Context: an optimization exercise on an open-source flow, tuned for small area and a short achievable clock period. The choices shown serve that exercise and are no tape-out recipe. At most, simulation tests tie the RTL to the original design; equivalence was not proved. Power and IR drop assume default switching activity.

==> module pixel_fifo, before the edit <==
module pixel_fifo (
    input  logic            clk,
    input  logic            reset_n,
    input  logic            wr,
    input  video_pkg::rgb_t wdata,
    input  logic            pop,
    output video_pkg::rgb_t rdata,
    output logic            empty
);
    logic [23:0]           mem [0:FIFO_DEPTH-1];    
    logic [FIFO_DEPTH-1:0] wr_oh;                   
    logic [FIFO_DEPTH-1:0] rd_oh;                   
    logic                  wr_wrap;
    logic                  rd_wrap;
    always_ff @(posedge clk or negedge reset_n) begin
        if (!reset_n) begin
            wr_oh   <= FIFO_DEPTH'(1);
            rd_oh   <= FIFO_DEPTH'(1);
            wr_wrap <= 1'b0;
            rd_wrap <= 1'b0;
        end else begin
            if (wr) begin
                wr_oh   <= {wr_oh[FIFO_DEPTH-2:0], wr_oh[FIFO_DEPTH-1]};
                wr_wrap <= wr_wrap ^ wr_oh[FIFO_DEPTH-1];
            end
            if (pop && !empty) begin
                rd_oh   <= {rd_oh[FIFO_DEPTH-2:0], rd_oh[FIFO_DEPTH-1]};
                rd_wrap <= rd_wrap ^ rd_oh[FIFO_DEPTH-1];
            end
        end
    end
    always_ff @(posedge clk) begin
        for (int i = 0; i < FIFO_DEPTH; i++) begin
            if (wr && wr_oh[i]) begin
                mem[i] <= wdata;
            end
        end
    end
    always_comb begin
        rdata = '0;
        for (int i = 0; i < FIFO_DEPTH; i++) begin
            rdata = rdata | (mem[i] & {24{rd_oh[i]}});
        end
    end
    assign empty = (|(wr_oh & rd_oh)) && (wr_wrap == rd_wrap);
endmodule
==> flow/config.mk <==
export PLATFORM = sky130hd
export DESIGN_NAME = video_ctrl_top
export DESIGN_NICKNAME = video_ctrl_top
export VERILOG_FILES = /design/flow/design.v
export SDC_FILE = /design/flow/constraint.sdc
export NUM_CORES = 4
export LEC_CHECK = 0
export CAP_MARGIN = 20
export CORE_MARGIN = 2
export CORE_UTILIZATION = 40
export SETUP_SLACK_MARGIN = 5
export SLEW_MARGIN = 20
==> flow/constraint.sdc <==
create_clock -name core_clock -period 9.0 [get_ports {clk}]
set_input_delay 1.8000 -clock core_clock [delete_from_list [all_inputs] [get_ports {clk}]]
set_output_delay 1.8000 -clock core_clock [all_outputs]
set_load 0.01 [all_outputs]
standard.sh (not shown) runs the stock make flow with config.mk's settings and CLKGATE_MAP_FILE= SYNTH_SCRIPT=/design/flow/synth_recipe.tcl, a recipe that flattens the netlist after the stock synthesis.
==> flow/flow/run.sh <==
#!/bin/bash
# Standard ORFS layout with fast port buffers and no CTS dummy loads.
set -euo pipefail
bash standard.sh \
  "BUFFER_PORTS_ARGS=-buffer_cell sky130_fd_sc_hd__buf_2" \
  "CTS_ARGS=-sink_clustering_enable -repair_clock_nets -dont_use_dummy_load -sink_clustering_size 24 -sink_clustering_max_diameter 150" \
  "SETUP_SLACK_MARGIN=6" \
  finish > standard.log 2>&1
The first run went through all stages and came out clean.
==> next run, changes <==
--- a/flow/design.v
+++ b/flow/design.v
@@ -331,48 +331,35 @@
     input  logic            wr,
     input  video_pkg::rgb_t wdata,
     input  logic            pop,
     output video_pkg::rgb_t rdata,
     output logic            empty
 );
-    logic [23:0]           mem [0:FIFO_DEPTH-1];    
-    logic [FIFO_DEPTH-1:0] wr_oh;                   
-    logic [FIFO_DEPTH-1:0] rd_oh;                   
-    logic                  wr_wrap;
-    logic                  rd_wrap;
+    logic [23:0]      mem [0:FIFO_DEPTH-1];    
+    logic [FIFO_AW:0] wr_ptr;                  
+    logic [FIFO_AW:0] rd_ptr;
     always_ff @(posedge clk or negedge reset_n) begin
         if (!reset_n) begin
-            wr_oh   <= FIFO_DEPTH'(1);
-            rd_oh   <= FIFO_DEPTH'(1);
-            wr_wrap <= 1'b0;
-            rd_wrap <= 1'b0;
+            wr_ptr <= '0;
+            rd_ptr <= '0;
         end else begin
             if (wr) begin
-                wr_oh   <= {wr_oh[FIFO_DEPTH-2:0], wr_oh[FIFO_DEPTH-1]};
-                wr_wrap <= wr_wrap ^ wr_oh[FIFO_DEPTH-1];
+                wr_ptr <= wr_ptr + 1'b1;
             end
             if (pop && !empty) begin
-                rd_oh   <= {rd_oh[FIFO_DEPTH-2:0], rd_oh[FIFO_DEPTH-1]};
-                rd_wrap <= rd_wrap ^ rd_oh[FIFO_DEPTH-1];
+                rd_ptr <= rd_ptr + 1'b1;
             end
         end
     end
     always_ff @(posedge clk) begin
-        for (int i = 0; i < FIFO_DEPTH; i++) begin
-            if (wr && wr_oh[i]) begin
-                mem[i] <= wdata;
-            end
-        end
-    end
-    always_comb begin
-        rdata = '0;
-        for (int i = 0; i < FIFO_DEPTH; i++) begin
-            rdata = rdata | (mem[i] & {24{rd_oh[i]}});
+        if (wr) begin
+            mem[wr_ptr[FIFO_AW-1:0]] <= wdata;
         end
     end
-    assign empty = (|(wr_oh & rd_oh)) && (wr_wrap == rd_wrap);
+    assign rdata = mem[rd_ptr[FIFO_AW-1:0]];   
+    assign empty = (wr_ptr == rd_ptr);
 endmodule
 module pixel_output (
     input  logic            clk,
     input  logic            reset_n,
     input  logic            pix_tick,
     input  logic            active,
What happened: Flip-flop and latch count shrinks by 24. Fmax rose by 2.5%. Utilization came out lower by 1.0 points. Sequential power goes up by 13%. Non-clock buffer count fell by 26. Clock skew went up by 0.053 ns. Via count falls by 8.1%. Final cell count goes down by 3.7%. Global-route usage decreases by 2.1 points. Hold slack is better by 0.033 ns. Setup slack gains 0.075 ns.
Only the layout flow was run in the first run of this note; the RTL was not checked for function there.

========
before:
Another version of the RTL of video_ctrl_top (not shown whole).
Size: roughly 2300 cells after synthesis, about 740 flip-flops, about 160 I/O pins, ~0.034 mm2 of cells after synthesis.
==> module line_fetch, before the edit <==
module line_fetch (
    input  logic                           clk,
    input  logic                           reset_n,
    input  video_pkg::fetch_cfg_t          fetch_cfg,
    input  video_pkg::axis_cfg_t           h_cfg,
    input  logic                           en,
    input  logic                           fetch_line,
    input  logic                           line_step,
    input  logic                           line_wrap,
    output logic                           mem_req,
    output logic [video_pkg::ADDR_W-1:0]   mem_addr,
    input  logic                           mem_credit,
    input  logic                           mem_rsp_valid,
    input  logic [video_pkg::DATA_W-1:0]   mem_rsp_data,
    output logic                           fifo_wr,
    output video_pkg::rgb_t                fifo_wdata,
    input  logic                           fifo_pop
);
    logic [COORD_W-1:0] remaining;             
    logic [ADDR_W-1:0]  line_off;              
    logic               first;                 
    logic [CRED_W-1:0]  credits;
    logic [FREE_W-1:0]  free_slots;            
    logic               issue;
    assign issue = !fetch_line && (remaining != '0) && (credits != '0) &&
                   (free_slots != '0);
    always_ff @(posedge clk or negedge reset_n) begin
        if (!reset_n) begin
            mem_req    <= 1'b0;
            remaining  <= '0;
            credits    <= CRED_W'(MEM_CREDITS);
            free_slots <= FREE_W'(FIFO_DEPTH);
        end else begin
            mem_req    <= issue;
            case ({issue, mem_credit})
                2'b10:   credits <= credits - 1'b1;
                2'b01:   credits <= credits + 1'b1;
                default: credits <= credits;
            endcase
            case ({issue, fifo_pop})
                2'b10:   free_slots <= free_slots - 1'b1;
                2'b01:   free_slots <= free_slots + 1'b1;
                default: free_slots <= free_slots;
            endcase
            if (fetch_line) begin
                remaining <= h_cfg.size;
            end else if (issue) begin
                remaining <= remaining - 1'b1;
            end
        end
    end
    always_ff @(posedge clk) begin
        if (line_step) begin
            line_off <= line_wrap ? '0 : (en ? line_off + fetch_cfg.lineinc : fetch_cfg.lineinc);
        end
    end
    always_ff @(posedge clk) begin
        if (fetch_line) begin
            mem_addr <= fetch_cfg.base_address + line_off;
            first    <= 1'b1;
        end else if (issue) begin
            first    <= 1'b0;
            if (!first) begin
                mem_addr <= mem_addr + ADDR_W'(4);
            end
        end
    end
    assign fifo_wr    = mem_rsp_valid;
    assign fifo_wdata = mem_rsp_data[23:0];    
endmodule
export LEC_CHECK = 0
export CAP_MARGIN = 20
export CORE_MARGIN = 2
export CORE_UTILIZATION = 40
export SETUP_SLACK_MARGIN = 5
export SLEW_MARGIN = 20
create_clock -name core_clock -period 9.0 [get_ports {clk}]
==> flow/flow/run.sh <==
#!/bin/bash
# Standard ORFS layout with fast port buffers and no CTS dummy loads.
set -euo pipefail
bash standard.sh \
  "BUFFER_PORTS_ARGS=-buffer_cell sky130_fd_sc_hd__buf_2" \
  "CTS_ARGS=-sink_clustering_enable -repair_clock_nets -dont_use_dummy_load" \
  "SETUP_SLACK_MARGIN=6" \
  finish > standard.log 2>&1
Per the final summary, before finished and its layout is clean on timing, DRC and antenna.
The inputs of after differ from those of before as listed below.
--- a/flow/design.v
+++ b/flow/design.v
@@ -203,32 +203,44 @@
     logic [COORD_W-1:0] remaining;             
     logic [ADDR_W-1:0]  line_off;              
     logic               first;                 
     logic [CRED_W-1:0]  credits;
     logic [FREE_W-1:0]  free_slots;            
     logic               issue;
+    logic [CRED_W-1:0]  cred_inc, cred_dec;
+    logic [FREE_W-1:0]  free_inc, free_dec;
+    always_comb begin
+        for (int i = 0; i < CRED_W; i++) begin
+            cred_inc[i] = credits[i] ^ ((i == 0) ? 1'b1 : &(credits | ~CRED_W'((1 << i) - 1)));
+            cred_dec[i] = credits[i] ^ ((i == 0) ? 1'b1 : ~|(credits & CRED_W'((1 << i) - 1)));
+        end
+        for (int i = 0; i < FREE_W; i++) begin
+            free_inc[i] = free_slots[i] ^ ((i == 0) ? 1'b1 : &(free_slots | ~FREE_W'((1 << i) - 1)));
+            free_dec[i] = free_slots[i] ^ ((i == 0) ? 1'b1 : ~|(free_slots & FREE_W'((1 << i) - 1)));
+        end
+    end
     assign issue = !fetch_line && (remaining != '0) && (credits != '0) &&
                    (free_slots != '0);
     always_ff @(posedge clk or negedge reset_n) begin
         if (!reset_n) begin
             mem_req    <= 1'b0;
             remaining  <= '0;
             credits    <= CRED_W'(MEM_CREDITS);
             free_slots <= FREE_W'(FIFO_DEPTH);
         end else begin
             mem_req    <= issue;
-            case ({issue, mem_credit})
-                2'b10:   credits <= credits - 1'b1;
-                2'b01:   credits <= credits + 1'b1;
-                default: credits <= credits;
-            endcase
-            case ({issue, fifo_pop})
-                2'b10:   free_slots <= free_slots - 1'b1;
-                2'b01:   free_slots <= free_slots + 1'b1;
-                default: free_slots <= free_slots;
-            endcase
+            if (issue && !mem_credit) begin
+                credits <= cred_dec;
+            end else if (!issue && mem_credit) begin
+                credits <= cred_inc;
+            end
+            if (issue && !fifo_pop) begin
+                free_slots <= free_dec;
+            end else if (!issue && fifo_pop) begin
+                free_slots <= free_inc;
+            end
             if (fetch_line) begin
                 remaining <= h_cfg.size;
             end else if (issue) begin
                 remaining <= remaining - 1'b1;
             end
         end
==> comparison <==
Switching part of the total power: after vs before down 6.6 points
[compare] base=before new=after: worst setup slack saw an increase, cell area after technology mapping saw a decrease, chip height saw a decrease, via count saw a decrease.
before has a higher wire length of the first global-routing pass than after.
after vs. before: overall global routing resource usage now smaller; average cell area after synthesis comparable; proportion of synthesized chip area in sequential cells now larger; cell area after layout now smaller.
Summary of after over before: non-clock buffer count fell 11%, maximum fanout along the worst path rose 2.
after vs before, end point of the critical path: i_video_regs.v_cfg[29] vs i_line_fetch.mem_addr[26]
No run of this note included a check of the RTL's function; only the layout flow was run.

## afterwards: timing with drivers on the ports
How much do the figures lean on ideal ports? The routed layouts below were timed once more, with nothing changed but the port constraints. Step 1: set_driving_cell puts a clkbuf_16 on clk and a buf_2 on each other input, an assumption about the parent block. Step 2 also shifts input and output timing later by t, the mid clock arrival at the registers, as if the neighbouring blocks saw the same clock. Three values: ideal ports, drivers, drivers and shift; two values: the first two.
| run | t (ns) | setup slack, ns | worst slew at a driven data input, ns | cell pins on the clock port's net |
|---|---|---|---|---|
| the first run of note 1 | 0.649 | 5.880 / 5.880 / 5.282 | 0.09 | 1 |
| the second run of note 1 | 0.620 | 5.955 / 5.921 / 5.423 | 0.09 | 1 |
| before | 0.669 | 5.719 / 5.719 / 5.243 | 0.13 | 1 |
| after | 0.665 | 5.763 / 5.783 / 5.118 | 0.11 | 1 |
After both steps every run listed still meets setup and hold. For after, which loses most, drivers alone change the setup slack by +0.020 ns; drivers and shift together by -0.645 ns.
